What follows belongs to an exercise in optimizing a design on an open flow for small area; a production flow would make more cautious choices.
Function was checked by simulation only, so behaviour that the tests miss may differ from the original.
Power and IR drop assume default switching activity. No driver is modelled on the clock port, so clocking that relies on it looks cheaper here than on a real chip.

Setup of build 39:
Design ram_burst_ctrl, start of the top module:
module ram_burst_ctrl #(
  parameter int DATA_W = 32,
  parameter int ADDR_W = 9,
  parameter int BURST  = 16
) (
  input  logic                       clk,
  input  logic                       rst,
  input  logic                       cmd_valid,
  output logic                       cmd_ready,
  input  logic                       cmd_we,
  input  logic [ADDR_W-1:0]          cmd_addr,
  input  logic [5:0]                 cmd_len,
  input  logic                       wr_valid,
  output logic                       wr_ready,
  input  logic [DATA_W-1:0]          wr_data,
  output logic                       rd_valid,
  input  logic                       rd_ready,
  output logic [DATA_W-1:0]          rd_data,
  output logic                       rd_last,
  output logic                       busy,
  output logic                       done,
  output logic                       err,
  output logic                       ram_we,
  output logic [ADDR_W-1:0]          ram_addr,
  output logic [$clog2(BURST)-1:0]   ram_cnt,
  output logic [DATA_W*BURST-1:0]    ram_wdata,
  input  logic [DATA_W*BURST-1:0]    ram_rdata
);
==> flow/config.mk <==
export PLATFORM = sky130hd
export DESIGN_NAME = ram_burst_ctrl
export DESIGN_NICKNAME = ram_burst_ctrl
export VERILOG_FILES = /design/flow/design.v
export SDC_FILE = /design/flow/constraint.sdc
export NUM_CORES = 4
export LEC_CHECK = 0
export CAP_MARGIN = 10
export CORE_AREA = 4 4 174 174
export DIE_AREA = 0 0 178 178
export SLEW_MARGIN = 10
==> flow/constraint.sdc <==
create_clock -name core_clock -period 7.0 [get_ports {clk}]
set_input_delay 1.4000 -clock core_clock [delete_from_list [all_inputs] [get_ports {clk}]]
set_output_delay 1.4000 -clock core_clock [all_outputs]
set_load 0.01 [all_outputs]
standard.sh (not shown) runs the stock make flow with config.mk's settings and CLKGATE_MAP_FILE= SYNTH_SCRIPT=/design/flow/synth_recipe.tcl, a recipe that flattens the netlist after the stock synthesis.
==> flow/flow/run.sh <==
#!/bin/bash
# Standard layout, with the port buffers made from the smallest buffer cell and a leaner clock tree.
set -e
export BUFFER_PORTS_ARGS="-buffer_cell sky130_fd_sc_hd__buf_1"
export PLACE_PINS_ARGS="-min_distance 1 -min_distance_in_tracks"
export REMOVE_ABC_BUFFERS=1
export CTS_ARGS="-sink_clustering_enable -repair_clock_nets -dont_use_dummy_load -buf_list sky130_fd_sc_hd__clkbuf_16 -sink_clustering_size 30 -sink_clustering_max_diameter 95"
bash standard.sh > standard.log 2>&1
5_1_grt: build 39 exited with error
Modified inputs, build 10 compared to build 39
- CORE_AREA now 4 4 181 181, was 4 4 174 174
- DIE_AREA now 0 0 185 185, was 0 0 178 178
==> flow/flow/run.sh <==
#!/bin/bash
# Layout flow: the standard ORFS flow (standard.sh) with these changes, none of which
# touches the registers, the constraints or the measurement:
#  - synthesis maps the logic with an area-oriented ABC script (flow/abc_area.script, used
#    through a copy of the ORFS scripts folder); registers are mapped before ABC runs, so
#    they are exactly the standard synthesis's;
#  - the buffers ABC inserted are removed before placement;
#  - every port still gets a buffer, made from the smallest buffer cell (buf_1);
#  - pins may sit one routing track apart, so a small die holds all 1132 ports;
#  - the clock tree uses clkbuf_16 leaves driving up to 30 registers each, with no dummy loads.
# Each tool's full output goes to ORFS's per-step logs under orfs/logs/ and to the *.log
# files written here.
set -e
rm -rf scripts_abc
cp -r "$FLOW_HOME/scripts" scripts_abc
cp flow/abc_area.script scripts_abc/abc_area.script
export BUFFER_PORTS_ARGS="-buffer_cell sky130_fd_sc_hd__buf_1"
export PLACE_PINS_ARGS="-min_distance 1 -min_distance_in_tracks"
export REMOVE_ABC_BUFFERS=1
export CTS_ARGS="-sink_clustering_enable -repair_clock_nets -dont_use_dummy_load -buf_list sky130_fd_sc_hd__clkbuf_16 -sink_clustering_size 30 -sink_clustering_max_diameter 85"
bash standard.sh ABC_AREA=1 SCRIPTS_DIR="$(pwd)/scripts_abc" synth > standard_synth.log 2>&1
bash standard.sh > standard.log 2>&1
==> flow/flow/abc_area.script (new file) <==
strash
dch
amap
topo
==> comparison <==
Build 10 | stages: all done | timing, DRC, antenna: all pass
Area fraction in compound gates after synthesis, build 10 and build 39: smaller value in build 39
Number of distinct library cell variants in the gate-level netlist after synthesis: higher on build 39
Die outline height: build 10 > build 39
Relative to build 10, the following input files were edited for build 76:
--- a/flow/flow/run.sh
+++ b/flow/flow/run.sh
@@ -20 +20 @@
-export CTS_ARGS="-sink_clustering_enable -repair_clock_nets -dont_use_dummy_load -buf_list sky130_fd_sc_hd__clkbuf_16 -sink_clustering_size 30 -sink_clustering_max_diameter 85"
+export CTS_ARGS="-sink_clustering_enable -repair_clock_nets -dont_use_dummy_load -buf_list sky130_fd_sc_hd__clkbuf_16 -sink_clustering_size 30 -sink_clustering_max_diameter 95"
==> flow/flow/abc_area.script <==
&get -n
&st
&dch -f
&nf -a -R 1000
&put
Build 76: done, clean on timing, DRC and antenna. Between build 10 and build 76, the clock-pin slew reported for the worst setup and hold paths after clock tree synthesis does not differ in any meaningful way. Routed wirelength normalized by instance count (higher): build 10. From build 10 to build 76 the numbers moved as follows: post-route setup TNS neither gained nor lost much; share of synthesized area spent on multiplexers picked up an extra 0.60 points. On longest individual stage delay on the worst path, the higher figure sits with build 10, not build 76. [compare] base=build 10 new=build 76: power consumption shows a reduction of 33 uW; post-detailed-routing wire length shows a reduction of 2.1%; count of clock-buffer cells in the layout shows no meaningful change.
Modified inputs, build 38 compared to build 76
--- a/flow/flow/run.sh
+++ b/flow/flow/run.sh
@@ -20 +20,2 @@
-export CTS_ARGS="-sink_clustering_enable -repair_clock_nets -dont_use_dummy_load -buf_list sky130_fd_sc_hd__clkbuf_16 -sink_clustering_size 30 -sink_clustering_max_diameter 95"
+export POST_RESIZE_TCL="$(pwd)/flow/downsize.tcl"
+export CTS_ARGS="-sink_clustering_enable -repair_clock_nets -dont_use_dummy_load -buf_list sky130_fd_sc_hd__clkbuf_16 -sink_clustering_size 30 -sink_clustering_max_diameter 85"
==> flow/flow/abc_area.script <==
strash
dch
amap
topo
==> flow/flow/downsize.tcl (new file) <==
# After repair_design: gates and buffers that repair_design (or ABC) sized up may not need
# it once buffers sit on their long nets. Give each the smallest drive strength that keeps
# every slew and capacitance limit met with margin, and setup slack ample, under placement
# parasitics. Registers and clock cells are left alone.
proc ds_state {} {
  estimate_parasitics -placement
  return [list [sta::max_slew_violation_count] [sta::max_capacitance_violation_count] \
            [sta::max_slew_check_slack_limit] [sta::worst_slack -max]]
}
proc ds_ok {now base} {
  return [expr {[lindex $now 0] <= [lindex $base 0] && [lindex $now 1] <= [lindex $base 1] &&
                [lindex $now 2] >= min([lindex $base 2], 0.1) && [lindex $now 3] >= 1.0}]
}
set ds_base [ds_state]
puts "downsize: before (slew viol, cap viol, worst slew slack ratio, setup wns): $ds_base"
foreach inst [get_cells *] {
  set master [get_property $inst ref_name]
  if {![regexp {^(sky130_fd_sc_hd__[a-z0-9]+)_([0-9]+)$} $master -> base size]} { continue }
  if {$size <= 1} { continue }
  if {[regexp {df|dl|clk|conb|tap|fill|decap|diode} $base]} { continue }
  set name [get_full_name $inst]
  foreach s {1 2} {
    if {$s >= $size} { break }
    set small "${base}_$s"
    if {[get_lib_cells -quiet */$small] == ""} { continue }
    replace_cell [get_cells $name] [get_lib_cells */$small]
    if {[ds_ok [ds_state] $ds_base]} {
      puts "downsize: $name $master -> $small"
      break
    }
    replace_cell [get_cells $name] [get_lib_cells */$master]
  }
}
puts "downsize: after [ds_state]"
Results
Against build 76, build 38 reports a first-pass GRT wire length that is higher.
Between build 38 and build 76, the difference in sequential group power is negligible.
Via count of the first global-routing pass: build 38 vs build 76, no meaningful difference
Comparing build 76 against build 38, there is no change at all in number of buffers added to fix hold violations after cts.
Comparing build 38 and build 76, multi-input gate area in the final layout is higher on build 76.
Of build 38 and build 76, build 38 shows the higher global-route usage, with build 76 below it.
Power share of the clock group for build 38 is higher than for build 76.
r_idx[0] as the worst setup path startpoint was reported by build 38, and rd_ready by build 76.
Highest-delay cell along the critical path = sky130_fd_sc_hd__a2111oi_1: build 38; highest-delay cell along the critical path = sky130_fd_sc_hd__ha_1: build 76
The via count was comparable across build 38 and build 76.

========
Setup of run A:
Starting RTL as in the previous note.
export LEC_CHECK = 0
export CAP_MARGIN = 10
export CORE_AREA = 4 4 181 181
export DIE_AREA = 0 0 185 185
export SLEW_MARGIN = 10
create_clock -name core_clock -period 7.0 [get_ports {clk}]
==> flow/flow/run.sh <==
#!/bin/bash
# Layout flow: the standard ORFS flow (standard.sh) with these changes, none of which
# touches the registers, the constraints or the measurement:
#  - synthesis maps the logic with an area-oriented ABC script (flow/abc_area.script, used
#    through a copy of the ORFS scripts folder); registers are mapped before ABC runs, so
#    they are exactly the standard synthesis's;
#  - the buffers ABC inserted are removed before placement;
#  - after placement's repair_design, flow/downsize.tcl gives each gate and buffer it (or ABC)
#    sized up the smallest drive strength that still meets every slew and capacitance limit
#    with margin (registers and clock cells untouched);
#  - every port still gets a buffer, made from the smallest buffer cell (buf_1);
#  - pins may sit one routing track apart, so a small die holds all 1132 ports;
#  - the clock tree uses clkbuf_16 leaves driving up to 30 registers each, with no dummy loads.
# Each tool's full output goes to ORFS's per-step logs under orfs/logs/ and to the *.log
# files written here.
set -e
rm -rf scripts_abc
cp -r "$FLOW_HOME/scripts" scripts_abc
cp flow/abc_area.script scripts_abc/abc_area.script
export BUFFER_PORTS_ARGS="-buffer_cell sky130_fd_sc_hd__buf_1"
export PLACE_PINS_ARGS="-min_distance 1 -min_distance_in_tracks"
export REMOVE_ABC_BUFFERS=1
export POST_RESIZE_TCL="$(pwd)/flow/downsize.tcl"
export CTS_ARGS="-sink_clustering_enable -repair_clock_nets -dont_use_dummy_load -buf_list sky130_fd_sc_hd__clkbuf_16 -sink_clustering_size 30 -sink_clustering_max_diameter 85"
bash standard.sh ABC_AREA=1 SCRIPTS_DIR="$(pwd)/scripts_abc" ADDER_MAP_FILE= synth > standard_synth.log 2>&1
bash standard.sh > standard.log 2>&1
Other scripts of this flow, unchanged in this note and not shown: flow/flow/abc_area.script, flow/flow/downsize.tcl
For run B, these inputs were changed with respect to run A:
diff --git a/flow/flow/run.sh b/flow/flow/run.sh
--- a/flow/flow/run.sh
+++ b/flow/flow/run.sh
@@ -24 +24 @@
-export CTS_ARGS="-sink_clustering_enable -repair_clock_nets -dont_use_dummy_load -buf_list sky130_fd_sc_hd__clkbuf_16 -sink_clustering_size 30 -sink_clustering_max_diameter 85"
+export CTS_ARGS="-sink_clustering_enable -repair_clock_nets -dont_use_dummy_load -buf_list sky130_fd_sc_hd__clkbuf_16 -sink_clustering_size 30 -sink_clustering_max_diameter 75"
Notes after the runs:
Static leakage (lower): run A
Compared with run A, in run B gate count after technology mapping stayed essentially flat, final instance count without filler cells was more or less identical.
Between run B and run A, the setup slack does not differ in any meaningful way.
Looking at area growth from synthesis to layout across run A and run B, the one that comes out higher is run B.
From run A to run B the numbers moved as follows: final total power increased by 67 uW relative to the old numbers; portion of the layout cell area used by clock cells moved up; sequential cell area was more or less identical.
Measured against each other, run A and run B differ in sequential share of layout area, the higher figure coming from run A.
As far as synthesized-area fraction occupied by ao, oa, aoi and oai cells goes, run A and run B are indistinguishable; the numbers are identical.
What run C does differently from run B at the input level:
diff --git a/flow/flow/run.sh b/flow/flow/run.sh
--- a/flow/flow/run.sh
+++ b/flow/flow/run.sh
@@ -4,3 +4,4 @@
-#  - synthesis maps the logic with an area-oriented ABC script (flow/abc_area.script, used
-#    through a copy of the ORFS scripts folder); registers are mapped before ABC runs, so
-#    they are exactly the standard synthesis's;
+#  - synthesis maps all the logic, adders included, with an area-oriented ABC script
+#    (flow/abc_area.script, used through a copy of the ORFS scripts folder) instead of
+#    extracting half adders first; registers are mapped before ABC runs, so they are exactly
+#    the standard synthesis's;
@@ -24 +25 @@
-export CTS_ARGS="-sink_clustering_enable -repair_clock_nets -dont_use_dummy_load -buf_list sky130_fd_sc_hd__clkbuf_16 -sink_clustering_size 30 -sink_clustering_max_diameter 75"
+export CTS_ARGS="-sink_clustering_enable -repair_clock_nets -dont_use_dummy_load -buf_list sky130_fd_sc_hd__clkbuf_16 -tree_buf sky130_fd_sc_hd__clkbuf_8 -root_buf sky130_fd_sc_hd__clkbuf_8 -sink_clustering_size 30 -sink_clustering_max_diameter 85"
Notes after the runs:
In summary, run C completed successfully, with a layout that passed the timing, DRC and antenna checks.
Run B reached the final stage; the timing, DRC and antenna checks on its layout passed.
In terms of number of global-route vias before repair, run C and run B differ only marginally.
Changes observed in run C relative to run B: slack of the critical path fell 0.018 ns; share of the cycle needed by the critical path after routing rose 0.26 points.
#### Input delta (run D over run C)
diff --git a/flow/flow/run.sh b/flow/flow/run.sh
--- a/flow/flow/run.sh
+++ b/flow/flow/run.sh
@@ -25 +25 @@
-export CTS_ARGS="-sink_clustering_enable -repair_clock_nets -dont_use_dummy_load -buf_list sky130_fd_sc_hd__clkbuf_16 -tree_buf sky130_fd_sc_hd__clkbuf_8 -root_buf sky130_fd_sc_hd__clkbuf_8 -sink_clustering_size 30 -sink_clustering_max_diameter 85"
+export CTS_ARGS="-sink_clustering_enable -repair_clock_nets -dont_use_dummy_load -buf_list {sky130_fd_sc_hd__clkbuf_8 sky130_fd_sc_hd__clkbuf_16} -sink_clustering_size 30 -sink_clustering_max_diameter 85"
--- outcome ---
Run D vs. run C: routed wire length was more or less identical, share of the yosys chip area belonging to registers was more or less identical.
Clock skew: run D vs run C, no meaningful difference
Utilization of run C is on par with run D.
Compared with run C, in run D part of the total power dissipated in combinational logic neither gained nor lost much, total power saw an increase, worst path setup slack after routing shows an increase of 0.019 ns.

========
Starting RTL as in the previous note.
clock: 7.0 ns
lec_check: 0
cap_margin: 10
core_area: 4 4 181 181
die_area: 0 0 185 185
slew_margin: 10
==> flow/flow/run.sh <==
#!/bin/bash
# Standard layout, with the port buffers made from the smallest buffer cell and a leaner clock tree.
set -e
export BUFFER_PORTS_ARGS="-buffer_cell sky130_fd_sc_hd__buf_1"
export PLACE_PINS_ARGS="-min_distance 1 -min_distance_in_tracks"
export REMOVE_ABC_BUFFERS=1
export CTS_ARGS="-sink_clustering_enable -repair_clock_nets -dont_use_dummy_load -buf_list sky130_fd_sc_hd__clkbuf_16 -sink_clustering_size 30 -sink_clustering_max_diameter 95"
bash standard.sh > standard.log 2>&1
Rerun with:
==> flow/flow/run.sh (replaced) <==
#!/bin/bash
# Layout flow: the standard ORFS flow (standard.sh) with these changes, none of which
# touches the registers, the constraints or the measurement:
#  - synthesis maps the logic with an area-oriented ABC script (flow/abc_area.script, used
#    through a copy of the ORFS scripts folder); registers are mapped before ABC runs, so
#    they are exactly the standard synthesis's;
#  - the buffers ABC inserted are removed before placement;
#  - every port still gets a buffer, made from the smallest buffer cell (buf_1);
#  - pins may sit one routing track apart, so a small die holds all 1132 ports;
#  - the clock tree uses clkbuf_16 leaves driving up to 30 registers each, with no dummy loads.
# Each tool's full output goes to ORFS's per-step logs under orfs/logs/ and to the *.log
# files written here.
set -e
rm -rf scripts_abc
cp -r "$FLOW_HOME/scripts" scripts_abc
cp flow/abc_area.script scripts_abc/abc_area.script
export BUFFER_PORTS_ARGS="-buffer_cell sky130_fd_sc_hd__buf_1"
export PLACE_PINS_ARGS="-min_distance 1 -min_distance_in_tracks"
export REMOVE_ABC_BUFFERS=1
export CTS_ARGS="-sink_clustering_enable -repair_clock_nets -dont_use_dummy_load -buf_list sky130_fd_sc_hd__clkbuf_16 -sink_clustering_size 30 -sink_clustering_max_diameter 100"
bash standard.sh ABC_AREA=1 SCRIPTS_DIR="$(pwd)/scripts_abc" synth > standard_synth.log 2>&1
bash standard.sh > standard.log 2>&1
==> flow/flow/abc_area.script (new file) <==
strash
dch
amap
topo
The changed run went through all stages and came out clean.
Cell area stays flat.
Cell count falls by 0.38%.
Fmax rose by about 0.8%.
Via count is lower by 3.9%.
Non-clock buffer count stays the same.
Global-route usage is lower by 3.3 points.
Wire length shrinks by 8.5%.

## static timing again, ports no longer ideal
Ports are ideal in the flow. The routed layouts listed here were re-timed in OpenROAD.
Step 1, drivers: a clkbuf_16 drives clk and a buf_2 each remaining input, both assumed.
Step 2 moves the port delays by t, midway between the first and last clock arrival at a register: inputs arrive t later, outputs are due t later. That takes back most of the time a late clock gives input paths.
Slacks: no drivers / after step 1 / after step 2; pairs: no drivers / after step 1.
run | t, ns | setup WS [ns] | pins driven straight from the clock port
build 10 | 0.593 | 1.822 / 1.736 / 1.736 | 1
build 76 | 0.589 | 1.778 / 1.658 / 1.658 | 1
build 38 | 0.603 | 1.757 / 1.705 / 1.717 | 1
run A | 0.591 | 1.959 / 1.892 / 1.892 | 1
run B | 0.587 | 1.958 / 1.896 / 1.896 | 1
run C | 0.663 | 1.940 / 1.893 / 1.904 | 1
run D | 0.591 | 1.959 / 1.892 / 1.892 | 1
the first run of note 3 | 0.595 | 1.761 / 1.693 / 1.693 | 1
the second run of note 3 | 0.589 | 1.803 / 1.733 / 1.733 | 1
After both steps every run listed still meets setup and hold. For build 76, which loses most, drivers alone change the setup slack by -0.120 ns; drivers and shift together by -0.120 ns.
